Source: an optimization exercise on an open RTL-to-GDS flow (aim: small area, a short achievable clock period and few clock cycles per item). Production flows keep margins and buffers that such runs may drop.
Power figures rest on the tool's default switching activity, not on a simulated workload.

old:
==> flow/design.v <==
`default_nettype none
package alu_pkg;
	typedef enum logic [5:0] {
		ADD   = 6'h20,
		ADDI  = 6'h21,
		SUB   = 6'h22,
		NAND  = 6'h23,
		AND   = 6'h24,
		ANDI  = 6'h25,
		SRL   = 6'h26,
		SLL   = 6'h27,
		XOR   = 6'h28,
		NO_OP = 6'h3F
	} alu_op_e;
	typedef enum logic [1:0] {
		IDLE = 2'd0,
		RUN  = 2'd1,
		DONE = 2'd2
	} lane_state_e;
endpackage
`default_nettype wire
`default_nettype none
module alu_exec (
	input  logic                  clk,
	input  logic                  arst_n,
	input  logic                  in_valid,
	input  logic [5:0]            in_op,
	input  logic [32-1:0] in_a,
	input  logic [32-1:0] in_b,
	output logic                  out_valid,
	output logic [32-1:0] out_result,
	output logic                  flag_n,
	output logic                  flag_z,
	output logic                  flag_v
);
	localparam int W = 32;
	logic [3:0] f;
	logic       legal;
	logic       arith;
	logic       sub;
	logic       shift;
	logic       sll;
	logic       lxor;
	logic       land;
	logic [W-1:0] x_d;
	logic [W-1:0] y_d;
	assign f     = in_op[3:0];
	assign legal = in_valid & (in_op[5:4] == 2'b10) & (~f[3] | (f[2:0] == 3'b000));
	assign arith = ~f[3] & ~f[2] & ~(f[1] & f[0]);    
	assign sub   = f[1] & ~f[2] & ~f[0];              
	assign shift = f[2] & f[1];                       
	assign sll   = f[0];                              
	assign lxor  = f[3];                              
	assign land  = f[2] & ~f[1];                      
	logic [W-1:0] ab_x;
	logic [W-1:0] ab_a;
	logic [W-1:0] a_rev;
	logic [W-1:0] a_rev16;
	logic [W-1:0] a_16;
	assign ab_x = in_a ^ in_b;
	assign ab_a = in_a & in_b;
	always_comb begin
		for (int i = 0; i < W; i++)
			a_rev[i] = in_a[W-1-i];
	end
	assign a_16    = in_a >> 16;
	assign a_rev16 = a_rev >> 16;
	logic sel_x;      
	logic sel_xn;     
	logic sel_and;    
	logic sel_nand;   
	logic sel_r0;     
	logic sel_r16;    
	logic sel_l0;     
	logic sel_l16;    
	logic gen_add;    
	logic gen_sub;    
	assign sel_x    = (arith & ~sub) | lxor;
	assign sel_xn   = sub;
	assign sel_and  = land;
	assign sel_nand = ~arith & ~land & ~shift & ~lxor;
	assign sel_r0   = shift & ~sll & ~in_b[4];
	assign sel_r16  = shift & ~sll &  in_b[4];
	assign sel_l0   = shift &  sll & ~in_b[4];
	assign sel_l16  = shift &  sll &  in_b[4];
	assign gen_add  = ~f[3] & ~f[2] & ~f[1];          
	assign gen_sub  = ~f[2] & f[1] & ~f[0];           
	logic [W-1:0] grp_add;
	logic [W-1:0] grp_sub;
	logic [W-1:0] g_add;
	logic [W-1:0] g_sub;
	assign g_add = ab_a;
	assign g_sub = {in_a[W-1:1] & ~in_b[W-1:1], in_a[0] | ~in_b[0]};
	always_comb begin
		for (int i = 0; i < W; i += 4) begin
			grp_add[i]   = g_add[i];
			grp_add[i+1] = g_add[i+1] | (ab_x[i+1] & g_add[i]);
			grp_add[i+2] = g_add[i+2];
			grp_add[i+3] = g_add[i+3] | (ab_x[i+3] & g_add[i+2])
			             | (ab_x[i+3] & ab_x[i+2] & grp_add[i+1]);
			grp_sub[i]   = g_sub[i];
			grp_sub[i+1] = g_sub[i+1] | (~ab_x[i+1] & g_sub[i]);
			grp_sub[i+2] = g_sub[i+2];
			grp_sub[i+3] = g_sub[i+3] | (~ab_x[i+3] & g_sub[i+2])
			             | (~ab_x[i+3] & ~ab_x[i+2] & grp_sub[i+1]);
		end
	end
	always_comb begin
		x_d = ({W{sel_x}}    &  ab_x)
		    | ({W{sel_xn}}   & ~ab_x)
		    | ({W{sel_and}}  &  ab_a)
		    | ({W{sel_nand}} & ~ab_a)
		    | ({W{sel_r0}}   &  in_a)
		    | ({W{sel_r16}}  &  a_16)
		    | ({W{sel_l0}}   &  a_rev)
		    | ({W{sel_l16}}  &  a_rev16);
		y_d = ({W{gen_add}} & grp_add)
		    | ({W{gen_sub}} & grp_sub);
		x_d[0] = (arith | lxor) ? ab_x[0] : x_d[0];
	end
	logic         s2_valid;
	logic         s2_arith;
	logic         s2_sel_x;    
	logic         s2_sel_r;    
	logic         s2_sel_l;    
	logic         s2_we;
	logic [W-1:0] s2_x;    
	logic [W-1:0] s2_y;    
	logic [3:0]   s2_s4;   
	logic [3:0]   s2_s1;   
	always_ff @(posedge clk or negedge arst_n) begin
		if (!arst_n)
			s2_valid <= 1'b0;
		else
			s2_valid <= legal;
	end
	always_ff @(posedge clk) begin
		s2_arith <= arith;
		s2_sel_x <= ~shift;
		s2_sel_r <= shift & ~sll;
		s2_sel_l <= shift & sll;
		s2_we    <= legal & ~shift;
		s2_x     <= x_d;
		s2_y     <= y_d;
		s2_s4    <= 4'b0001 << in_b[3:2];
		s2_s1    <= 4'b0001 << in_b[1:0];
	end
	logic [7:0] gq;
	logic [7:0] pq;
	logic [7:0] cq;    
	logic [7:0] gt [0:3];
	logic [7:0] pt [0:3];
	always_comb begin
		for (int q = 0; q < 8; q++) begin
			gq[q] = s2_y[4*q+3];
			pq[q] = &s2_x[4*q +: 4];
		end
		gt[0] = gq;
		pt[0] = pq;
		for (int l = 0; l < 3; l++) begin
			gt[l+1] = gt[l];
			pt[l+1] = pt[l];
			for (int q = 0; q < 8; q++) begin
				if (((q >> l) & 1) == 1) begin
					int j;
					j = ((q >> l) << l) - 1;
					gt[l+1][q] = gt[l][q] | (pt[l][q] & gt[l][j]);
					pt[l+1][q] = pt[l][q] & pt[l][j];
				end
			end
		end
		cq = {gt[3][6:0], 1'b0};
	end
	logic [W-1:0] k0;
	logic [W-1:0] k1;
	logic [W-1:0] c;    
	always_comb begin
		for (int q = 0; q < 8; q++) begin
			for (int cin = 0; cin < 2; cin++) begin
				logic [3:0] k;
				k[0] = 1'(cin);
				k[1] = s2_y[4*q]   | (s2_x[4*q] & k[0]);
				k[2] = s2_y[4*q+1] | (s2_x[4*q+1] & s2_x[4*q] & k[0]);
				k[3] = s2_y[4*q+2] | (s2_x[4*q+2] & k[2]);
				if (cin == 0) k0[4*q +: 4] = k;
				else          k1[4*q +: 4] = k;
			end
		end
		for (int i = 0; i < W; i++)
			c[i] = cq[i/4] ? k1[i] : k0[i];
	end
	logic [W-1:0] sh4;
	logic [W-1:0] sh1;
	logic [W-1:0] m;
	logic [W-1:0] result;
	always_comb begin
		sh4 = '0;
		sh1 = '0;
		for (int k = 0; k < 4; k++)
			sh4 = sh4 | ({W{s2_s4[k]}} & (s2_x >> (4 * k)));
		for (int k = 0; k < 4; k++)
			sh1 = sh1 | ({W{s2_s1[k]}} & (sh4 >> k));
		for (int i = 0; i < W; i++)
			m[i] = (s2_sel_x & s2_x[i]) | (s2_sel_r & sh1[i]) | (s2_sel_l & sh1[W-1-i]);
	end
	always_comb begin
		for (int i = 0; i < W; i++)
			result[i] = cq[i/4] ? (m[i] ^ k1[i]) : (m[i] ^ k0[i]);
	end
	logic [W-1:0] t;
	logic         z_sum;
	assign t     = s2_x | s2_y;
	assign z_sum = ~s2_x[0] & (s2_x[1] == s2_y[0]) & &(~(s2_x[W-1:2] ^ t[W-2:1]));
	logic n0;
	logic n1;
	logic v0;
	logic v1;
	assign n0 = s2_we ? (m[W-1] ^ k0[W-1]) : flag_n;
	assign n1 = s2_we ? (m[W-1] ^ k1[W-1]) : flag_n;
	assign v0 = s2_we ? (gq[7] ^ k0[W-1]) : flag_v;
	assign v1 = s2_we ? ((gq[7] | pq[7]) ^ k1[W-1]) : flag_v;
	always_ff @(posedge clk or negedge arst_n) begin
		if (!arst_n) begin
			out_valid <= 1'b0;
			flag_n    <= 1'b0;
			flag_z    <= 1'b0;
			flag_v    <= 1'b0;
		end else begin
			out_valid <= s2_valid;
			flag_n <= cq[7] ? n1 : n0;
			flag_v <= cq[7] ? v1 : v0;
			if (s2_we)
				flag_z <= s2_arith ? z_sum : (s2_x == '0);
		end
	end
	always_ff @(posedge clk) begin
		out_result <= result;
	end
endmodule
`default_nettype wire
clock: 5.5 ns
lec_check: 0
cap_margin: 20
core_margin: 2
core_utilization: 40
setup_slack_margin: 3.4
slew_margin: 20
standard.sh (not shown) runs the stock make flow with config.mk's settings and CLKGATE_MAP_FILE= SYNTH_SCRIPT=/design/flow/synth_recipe.tcl, a recipe that flattens the netlist after the stock synthesis.
==> flow/flow/run.sh <==
#!/bin/bash
# Standard layout, with the port buffers made plain buffers rather than
# the delay cells buffer_ports picks by default.
export BUFFER_PORTS_ARGS="-buffer_cell sky130_fd_sc_hd__buf_2"
bash standard.sh > standard.log 2>&1
Inputs modified between old and new:
--- a/flow/design.v
+++ b/flow/design.v
@@ -34,25 +34,21 @@
 	output logic                  flag_v
 );
 	localparam int W = 32;
 	logic [3:0] f;
+	logic       issue;
 	logic       legal;
 	logic       arith;
-	logic       sub;
 	logic       shift;
 	logic       sll;
-	logic       lxor;
-	logic       land;
 	logic [W-1:0] x_d;
 	logic [W-1:0] y_d;
 	assign f     = in_op[3:0];
-	assign legal = in_valid & (in_op[5:4] == 2'b10) & (~f[3] | (f[2:0] == 3'b000));
+	assign issue = in_valid & in_op[5] & ~in_op[4];
+	assign legal = issue & (~f[3] | (f[2:0] == 3'b000));
 	assign arith = ~f[3] & ~f[2] & ~(f[1] & f[0]);    
-	assign sub   = f[1] & ~f[2] & ~f[0];              
 	assign shift = f[2] & f[1];                       
 	assign sll   = f[0];                              
-	assign lxor  = f[3];                              
-	assign land  = f[2] & ~f[1];                      
 	logic [W-1:0] ab_x;
 	logic [W-1:0] ab_a;
 	logic [W-1:0] a_rev;
 	logic [W-1:0] a_rev16;
@@ -74,18 +70,18 @@
 	logic sel_l0;     
 	logic sel_l16;    
 	logic gen_add;    
 	logic gen_sub;    
-	assign sel_x    = (arith & ~sub) | lxor;
-	assign sel_xn   = sub;
-	assign sel_and  = land;
-	assign sel_nand = ~arith & ~land & ~shift & ~lxor;
-	assign sel_r0   = shift & ~sll & ~in_b[4];
-	assign sel_r16  = shift & ~sll &  in_b[4];
-	assign sel_l0   = shift &  sll & ~in_b[4];
-	assign sel_l16  = shift &  sll &  in_b[4];
-	assign gen_add  = ~f[3] & ~f[2] & ~f[1];          
-	assign gen_sub  = ~f[2] & f[1] & ~f[0];           
+	assign sel_x    = f[3] | (~f[2] & ~f[1]);         
+	assign sel_xn   = ~f[2] & f[1] & ~f[0];           
+	assign sel_and  = f[2] & ~f[1];                   
+	assign sel_nand = ~f[2] & f[1] & f[0];            
+	assign sel_r0   = f[2] & f[1] & ~f[0] & ~in_b[4];
+	assign sel_r16  = f[2] & f[1] & ~f[0] &  in_b[4];
+	assign sel_l0   = f[2] & f[1] &  f[0] & ~in_b[4];
+	assign sel_l16  = f[2] & f[1] &  f[0] &  in_b[4];
+	assign gen_add  = issue & (f[3:1] == 3'b000);
+	assign gen_sub  = issue & (f == 4'd2);
 	logic [W-1:0] grp_add;
 	logic [W-1:0] grp_sub;
 	logic [W-1:0] g_add;
 	logic [W-1:0] g_sub;
@@ -115,9 +111,9 @@
 		    | ({W{sel_l0}}   &  a_rev)
 		    | ({W{sel_l16}}  &  a_rev16);
 		y_d = ({W{gen_add}} & grp_add)
 		    | ({W{gen_sub}} & grp_sub);
-		x_d[0] = (arith | lxor) ? ab_x[0] : x_d[0];
+		x_d[0] = (sel_x | sel_xn) ? ab_x[0] : x_d[0];
 	end
 	logic         s2_valid;
 	logic         s2_arith;
 	logic         s2_sel_x;    
@@ -172,9 +168,9 @@
 		cq = {gt[3][6:0], 1'b0};
 	end
 	logic [W-1:0] k0;
 	logic [W-1:0] k1;
-	logic [W-1:0] c;    
+	logic [W:0]   c;    
 	always_comb begin
 		for (int q = 0; q < 8; q++) begin
 			for (int cin = 0; cin < 2; cin++) begin
 				logic [3:0] k;
@@ -187,8 +183,9 @@
 			end
 		end
 		for (int i = 0; i < W; i++)
 			c[i] = cq[i/4] ? k1[i] : k0[i];
+		c[W] = gq[7] | (pq[7] & cq[7]);
 	end
 	logic [W-1:0] sh4;
 	logic [W-1:0] sh1;
 	logic [W-1:0] m;
@@ -210,28 +207,20 @@
 	logic [W-1:0] t;
 	logic         z_sum;
 	assign t     = s2_x | s2_y;
 	assign z_sum = ~s2_x[0] & (s2_x[1] == s2_y[0]) & &(~(s2_x[W-1:2] ^ t[W-2:1]));
-	logic n0;
-	logic n1;
-	logic v0;
-	logic v1;
-	assign n0 = s2_we ? (m[W-1] ^ k0[W-1]) : flag_n;
-	assign n1 = s2_we ? (m[W-1] ^ k1[W-1]) : flag_n;
-	assign v0 = s2_we ? (gq[7] ^ k0[W-1]) : flag_v;
-	assign v1 = s2_we ? ((gq[7] | pq[7]) ^ k1[W-1]) : flag_v;
 	always_ff @(posedge clk or negedge arst_n) begin
 		if (!arst_n) begin
 			out_valid <= 1'b0;
 			flag_n    <= 1'b0;
 			flag_z    <= 1'b0;
 			flag_v    <= 1'b0;
 		end else begin
 			out_valid <= s2_valid;
-			flag_n <= cq[7] ? n1 : n0;
-			flag_v <= cq[7] ? v1 : v0;
+			flag_n <= (s2_we ? m[W-1] : flag_n) ^ c[W-1];
 			if (s2_we)
 				flag_z <= s2_arith ? z_sum : (s2_x == '0);
+			flag_v <= (s2_we ? 1'b0 : flag_v) ^ c[W] ^ c[W-1];
 		end
 	end
 	always_ff @(posedge clk) begin
 		out_result <= result;
Findings:
- In new relative to old, core outline area had gone down slightly.
- Compared with old, new shows a fraction of area in multi-input gates that is 0.56 points higher.
- new: layout overhead on the synthesized area lower than old
- When new is measured against old, its clock share of power turns out 1.0 points higher.
- Of new and old, old shows the lower sequential share of layout area, with new above it.
- Comparing sequential element share of the synthesized area for new and old, the bigger number came from new.
- Taking old as the reference, in new worst hold slack went up by 0.0037 ns; overall via count from detail_route went down 188; cell area moved down; worst-case setup margin in the final layout went down by 0.039 ns; slew at the pin closest to its max-slew limit fell 0.027 ns.
- s2_x[1]$_DFF_P_ as the last element of the critical path was reported by old, and out_result[26]$_DFF_P_ by new.
- When new is set beside old, its total power turns out to be about 6% smaller.
No functional check of the RTL was part of any run of this note.

## re-timing with driven ports
No port has a modelled driver above. Below, the same layouts with a new extraction and two added sets of constraints. Step 1 (the two cells are an assumption about what drives the block):
set clk [get_ports {clk}]
set_driving_cell -lib_cell sky130_fd_sc_hd__clkbuf_16 $clk
set_driving_cell -lib_cell sky130_fd_sc_hd__buf_2 [delete_from_list [all_inputs] $clk]
Step 2 times the ports against the registers' clock, not the clock port: input delays grow and output delays shrink by t, the midpoint of the rising clock arrivals with the driver on. Three values: ideal, step 1, step 2; two values: the first two.
run	shift t [ns]	setup WS [ns]	slew at the worst register clock pin (ns)	pins driven straight from the clock port
old	0.472	3.398 / 3.329 / 2.857	0.06 / 0.06	1
new	0.471	3.360 / 3.327 / 2.856	0.06 / 0.06	1
After both steps every run listed still meets setup and hold. The setup slack of old, which loses most, moves by -0.069 ns with the drivers and by -0.541 ns with both steps.
